Background: an optimization exercise with open tools, aiming at small area and a short achievable clock period. Do not read the settings as production practice.
Power figures rest on the tool's default switching activity, not on a simulated workload.

Setup of P:
==> flow/design.v <==
module apb_slave_mem_top (
  input  logic        PCLK,
  input  logic        PRESET,
  input  logic        PSEL,
  input  logic        PENABLE,
  input  logic [2:0]  PPROT,
  input  logic        PWRITE,
  input  logic [1:0]  PSTRB,
  input  logic [9:0]  PADDR,
  input  logic [15:0] PWDATA,
  output logic [15:0] PRDATA,
  output logic        PREADY,
  output logic        PSLVERR
);
  logic ph1_q, ph2_q, ph3_q;
  logic ready_q, slverr_q;
  logic busy, accept, go_resp;
  logic [7:0]  idx_q;
  logic        err_q, write_q;
  logic [1:0]  strb_q;
  logic [15:0] wdata_q;
  logic        wpend_q;
  logic [15:0] mem_q [256];
  logic [15:0] cand_q [4];
  logic [15:0] rdata_q;
  logic unused_pprot;
  assign unused_pprot = ^{PPROT[2], PPROT[0], PADDR[0]};
  assign busy    = ph1_q | ph2_q | ph3_q;
  assign accept  = !busy && PSEL && !PENABLE;
  assign go_resp = ph3_q && PSEL;
  always_ff @(posedge PCLK or posedge PRESET) begin
    if (PRESET) begin
      ph1_q    <= 1'b0;
      ph2_q    <= 1'b0;
      ph3_q    <= 1'b0;
      ready_q  <= 1'b0;
      slverr_q <= 1'b0;
    end else begin
      ph1_q    <= accept;
      ph2_q    <= ph1_q && PSEL;
      ph3_q    <= ph2_q && PSEL;
      ready_q  <= go_resp;
      slverr_q <= go_resp && err_q;
    end
  end
  always_ff @(posedge PCLK) begin
    if (!busy) begin
      idx_q   <= PADDR[8:1];
      err_q   <= PADDR[9] || (PADDR[8] && PPROT[1]);
      write_q <= PWRITE;
      strb_q  <= PSTRB;
      wdata_q <= PWDATA;
    end
  end
  always_ff @(posedge PCLK) begin
    wpend_q <= go_resp && write_q && !err_q;
  end
  always_ff @(posedge PCLK) begin
    if (wpend_q) begin
      if (strb_q[0]) mem_q[idx_q][7:0]  <= wdata_q[7:0];
      if (strb_q[1]) mem_q[idx_q][15:8] <= wdata_q[15:8];
    end
  end
  always_ff @(posedge PCLK) begin
    for (int c = 0; c < 4; c++) begin
      cand_q[c] <= mem_q[{c[1:0], idx_q[5:0]}];
    end
  end
  always_ff @(posedge PCLK) begin
    rdata_q <= err_q ? 16'h0000 : cand_q[idx_q[7:6]];
  end
  assign PREADY  = ready_q;
  assign PSLVERR = slverr_q;
  assign PRDATA  = rdata_q;
endmodule
Settings: LEC_CHECK=0, CAP_MARGIN=20, CORE_MARGIN=2, CORE_UTILIZATION=45, SLEW_MARGIN=20; clock period 5.0 ns.
run.sh (not shown) runs the stock make flow with config.mk's settings and CLKGATE_MAP_FILE= SYNTH_SCRIPT=/design/flow/synth_recipe.tcl, a recipe that flattens the netlist after the stock synthesis.
Changes in Q relative to P:
==> flow/design.v <==
module apb_slave_mem_top (
  input  logic        PCLK,
  input  logic        PRESET,
  input  logic        PSEL,
  input  logic        PENABLE,
  input  logic [2:0]  PPROT,
  input  logic        PWRITE,
  input  logic [1:0]  PSTRB,
  input  logic [9:0]  PADDR,
  input  logic [15:0] PWDATA,
  output logic [15:0] PRDATA,
  output logic        PREADY,
  output logic        PSLVERR
);
  logic ph1_q, ph2_q, ph3_q;
  logic ready_q, slverr_q;
  logic busy, accept, go_resp, bus_err;
  logic [15:0] lo_q, hi_q;    
  logic        err_q, write_q;
  logic [1:0]  strb_q;
  logic [15:0] wdata_q;
  logic [1:0]  wbe_q;
  logic [15:0] mem_q [256];
  logic [15:0] rword, rdata_q;
  logic unused_pprot;
  assign unused_pprot = ^{PPROT[2], PPROT[0], PADDR[0]};
  assign busy    = ph1_q | ph2_q | ph3_q;
  assign accept  = !busy && PSEL && !PENABLE;
  assign go_resp = ph3_q && PSEL;
  assign bus_err = PADDR[9] || (PADDR[8] && PPROT[1]);
  always_ff @(posedge PCLK or posedge PRESET) begin
    if (PRESET) begin
      ph1_q    <= 1'b0;
      ph2_q    <= 1'b0;
      ph3_q    <= 1'b0;
      ready_q  <= 1'b0;
      slverr_q <= 1'b0;
    end else begin
      ph1_q    <= accept;
      ph2_q    <= ph1_q && PSEL;
      ph3_q    <= ph2_q && PSEL;
      ready_q  <= go_resp;
      slverr_q <= go_resp && err_q;
    end
  end
  always_ff @(posedge PCLK) begin
    if (!busy) begin
      for (int i = 0; i < 16; i++) begin
        lo_q[i] <= (PADDR[4:1] == 4'(i));
        hi_q[i] <= (PADDR[8:5] == 4'(i)) && !bus_err;
      end
      err_q   <= bus_err;
      write_q <= PWRITE;
      strb_q  <= PSTRB;
      wdata_q <= PWDATA;
    end
  end
  always_ff @(posedge PCLK) begin
    wbe_q <= (go_resp && write_q) ? strb_q : 2'b00;
  end
  always_ff @(posedge PCLK) begin
    for (int w = 0; w < 256; w++) begin
      if (lo_q[w % 16] && hi_q[w / 16]) begin
        if (wbe_q[0]) mem_q[w][7:0]  <= wdata_q[7:0];
        if (wbe_q[1]) mem_q[w][15:8] <= wdata_q[15:8];
      end
    end
  end
  always_comb begin
    rword = '0;
    for (int w = 0; w < 256; w++) begin
      rword = rword | (mem_q[w] & {16{lo_q[w % 16] && hi_q[w / 16]}});
    end
  end
  always_ff @(posedge PCLK) begin
    rdata_q <= rword;
  end
  assign PREADY  = ready_q;
  assign PSLVERR = slverr_q;
  assign PRDATA  = rdata_q;
endmodule
## What came out
Compared with P, Q shows a lower worst hold slack.
Comparing combinational power share for P and Q, the smaller number came from P.
Looking at met3 wirelength from detailed routing, Q sits 67% above P.
Taking P as the reference, in Q number of clock sinks fell by 39; cell depth of the worst setup path rose by 3; global-route wire length before repair rose by 15%.
Relative to P, the fraction of the yosys area taken by sequential cells of Q is higher by 2.0 points.
From P to Q the numbers moved as follows: sequential fraction of total cell area rose 1.7 points, transition at the pin with the smallest max-transition slack fell 5.9 ps, multiplexer share of the synthesized area fell 15 points, clock skew rose 50 ps.
Q reports its critical path launch point as hi_q[9] while P reports idx_q[2].
Function was not checked in any run of this note: the RTL went through the layout flow alone.

Setup of build 50:
apb_slave_mem_top, a different RTL version from the one above (not shown whole).
Size in the first run: about 4200 flip-flops, ~54 I/O pins, ~0.11 mm^2 of cells after synthesis.
==> module apb_slave_mem_top, before the edit <==
module apb_slave_mem_top (
  input  logic        PCLK,
  input  logic        PRESET,
  input  logic        PSEL,
  input  logic        PENABLE,
  input  logic [2:0]  PPROT,
  input  logic        PWRITE,
  input  logic [1:0]  PSTRB,
  input  logic [9:0]  PADDR,
  input  logic [15:0] PWDATA,
  output logic [15:0] PRDATA,
  output logic        PREADY,
  output logic        PSLVERR
);
  logic ph1_q, ph2_q, ph3_q, busy_q;
  logic ready_q, slverr_q;
  logic accept, go_resp, bus_err;
  logic [7:0] bus_ra, bus_rb;
  logic        wpend_q, wpend_d, wfire_q, wfire_d;
  logic [1:0]  wslot_q, wslot_d;
  logic [7:0]  wra_q, wra_d, wfa_q, wrb0_q, wrb1_q;
  logic [15:0] wdat_q;
  logic [1:0]  rot_q;
  logic [15:0] s0_q [64], s1_q [64], s2_q [64], s3_q [64];
  logic        rd_hit;
  logic [15:0] rd_word, rhold_q, rdata_q;
  logic unused_pprot;
  assign unused_pprot = ^{PPROT[2], PPROT[0], PADDR[0]};
  assign accept  = !busy_q && PSEL && !PENABLE;
  assign go_resp = ph3_q && PSEL;
  assign bus_err = PADDR[9] || (PADDR[8] && PPROT[1]);
  always_comb begin
    for (int i = 0; i < 8; i++) begin
      bus_ra[i] = (PADDR[5:3] == 3'(i));
      bus_rb[i] = (PADDR[8:6] == 3'(i)) && !bus_err;
    end
  end
  always_ff @(posedge PCLK or posedge PRESET) begin
    if (PRESET) begin
      ph1_q    <= 1'b0;
      ph2_q    <= 1'b0;
      ph3_q    <= 1'b0;
      busy_q   <= 1'b0;
      ready_q  <= 1'b0;
      slverr_q <= 1'b0;
    end else begin
      ph1_q    <= accept;
      ph2_q    <= ph1_q && PSEL;
      ph3_q    <= ph2_q && PSEL;
      busy_q   <= accept || ((ph1_q || ph2_q) && PSEL);
      ready_q  <= go_resp;
      slverr_q <= go_resp && bus_err;
    end
  end
  always_ff @(posedge PCLK) begin
    rot_q <= rot_q + 2'd1;
  end
  assign wpend_d = (go_resp && PWRITE && !bus_err) || (wpend_q && !wfire_q);
  assign wslot_d = go_resp ? PADDR[2:1] : wslot_q;
  assign wra_d   = go_resp ? bus_ra : wra_q;
  assign wfire_d = wpend_d && (rot_q + 2'd2 == wslot_d);
  always_ff @(posedge PCLK) begin
    wpend_q <= wpend_d;
    wfire_q <= wfire_d;
    wslot_q <= wslot_d;
    wra_q   <= wra_d;
    wfa_q   <= wra_d & {8{wfire_d}};
  end
  always_ff @(posedge PCLK) begin
    if (go_resp) begin
      wrb0_q <= bus_rb & {8{PSTRB[0]}};
      wrb1_q <= bus_rb & {8{PSTRB[1]}};
      wdat_q <= PWDATA;
    end
  end
  always_ff @(posedge PCLK) begin
    for (int r = 0; r < 64; r++) begin
      s3_q[r] <= s0_q[r];
      s2_q[r] <= s3_q[r];
      s1_q[r] <= s2_q[r];
      s0_q[r] <= s1_q[r];
      if (wfa_q[r % 8] && wrb0_q[r / 8]) s0_q[r][7:0]  <= wdat_q[7:0];
      if (wfa_q[r % 8] && wrb1_q[r / 8]) s0_q[r][15:8] <= wdat_q[15:8];
    end
  end
  assign rd_hit = (rot_q == PADDR[2:1]);
  always_comb begin
    rd_word = '0;
    for (int r = 0; r < 64; r++) begin
      rd_word = rd_word | (s0_q[r] & {16{bus_ra[r % 8] && bus_rb[r / 8]}});
    end
  end
  always_ff @(posedge PCLK) begin
    rhold_q <= rd_hit ? rd_word : rdata_q;
    rdata_q <= rd_hit ? rd_word : rhold_q;
  end
  assign PREADY  = ready_q;
  assign PSLVERR = slverr_q;
  assign PRDATA  = rdata_q;
endmodule
export LEC_CHECK = 0
export CAP_MARGIN = 20
export CORE_MARGIN = 2
export CORE_UTILIZATION = 65
export CTS_CLUSTER_DIAMETER = 80
export CTS_CLUSTER_SIZE = 30
export SETUP_SLACK_MARGIN = 2.7
export SLEW_MARGIN = 20
create_clock -name core_clock -period 5.0 [get_ports {PCLK}]
Build 50 completed; timing, DRC and antenna clean
### build 50 -> trial 67
--- a/flow/design.v
+++ b/flow/design.v
@@ -29,13 +29,13 @@
   assign accept  = !busy_q && PSEL && !PENABLE;
   assign go_resp = ph3_q && PSEL;
   assign bus_err = PADDR[9] || (PADDR[8] && PPROT[1]);
   always_comb begin
     for (int i = 0; i < 8; i++) begin
       bus_ra[i] = (PADDR[5:3] == 3'(i));
-      bus_rb[i] = (PADDR[8:6] == 3'(i)) && !bus_err;
+      bus_rb[i] = (PADDR[8:6] == 3'(i));
     end
   end
   always_ff @(posedge PCLK or posedge PRESET) begin
     if (PRESET) begin
       ph1_q    <= 1'b0;
       ph2_q    <= 1'b0;
@@ -88,13 +88,13 @@
     rd_word = '0;
     for (int r = 0; r < 64; r++) begin
       rd_word = rd_word | (s0_q[r] & {16{bus_ra[r % 8] && bus_rb[r / 8]}});
     end
   end
   always_ff @(posedge PCLK) begin
-    rhold_q <= rd_hit ? rd_word : rdata_q;
-    rdata_q <= rd_hit ? rd_word : rhold_q;
+    rhold_q <= rd_hit ? (bus_err ? 16'h0000 : rd_word) : rdata_q;
+    rdata_q <= rd_hit ? (bus_err ? 16'h0000 : rd_word) : rhold_q;
   end
   assign PREADY  = ready_q;
   assign PSLVERR = slverr_q;
   assign PRDATA  = rdata_q;
 endmodule
For the number of clock buffer instances in the layout, trial 67 came in about 5% lower than build 50 did.
Where die footprint is concerned, build 50 is outperformed by trial 67.
Post-synthesis to final-layout area growth up 1.3 points in trial 67 wrt build 50
Looking at number of cells in the finished layout apart from fillers, trial 67 sits 1.4% lower than build 50 does.
Between build 50 and trial 67, the fraction of standard cell area in multi-input logic is lower for trial 67.
Re first-pass iteration count of the detailed router: trial 67 is 2 up on build 50.
Changes observed in trial 67 relative to build 50: final critical-path share of the clock period shows a reduction of 2.0 points, count of cell types in the netlist shows a reduction of 15.
No run of this note included a check of the RTL's function; only the layout flow was run.

==> re-timing with driven ports <==
Ports are ideal in the flow. The routed layouts listed here were re-timed in OpenROAD. Step 1 sets driving cells, clkbuf_16 on the clock port and buf_2 on the other inputs (assumed; they add their load-dependent delay and slew). Step 2 moves the port delays by t, midway between the first and last clock arrival at a register: inputs arrive t later, outputs are due t later. That takes back most of the time a late clock gives input paths. Slacks: ideal ports / drivers / drivers and shift; pairs: ideal ports / drivers.
run	t (ns)	setup WS [ns]	latest minus earliest clock arrival (ns)
P	1.018	1.065 / 1.065 / 1.065	0.074 / 0.075
Q	1.048	1.033 / 1.033 / 1.033	0.111 / 0.112
build 50	0.924	2.293 / 2.032 / 1.108	0.040 / 0.040
trial 67	0.893	2.393 / 2.160 / 1.268	0.042 / 0.043
After both steps setup and hold are still met in every run listed. For build 50, which loses most, drivers alone change the setup slack by -0.261 ns; drivers and shift together by -1.185 ns.
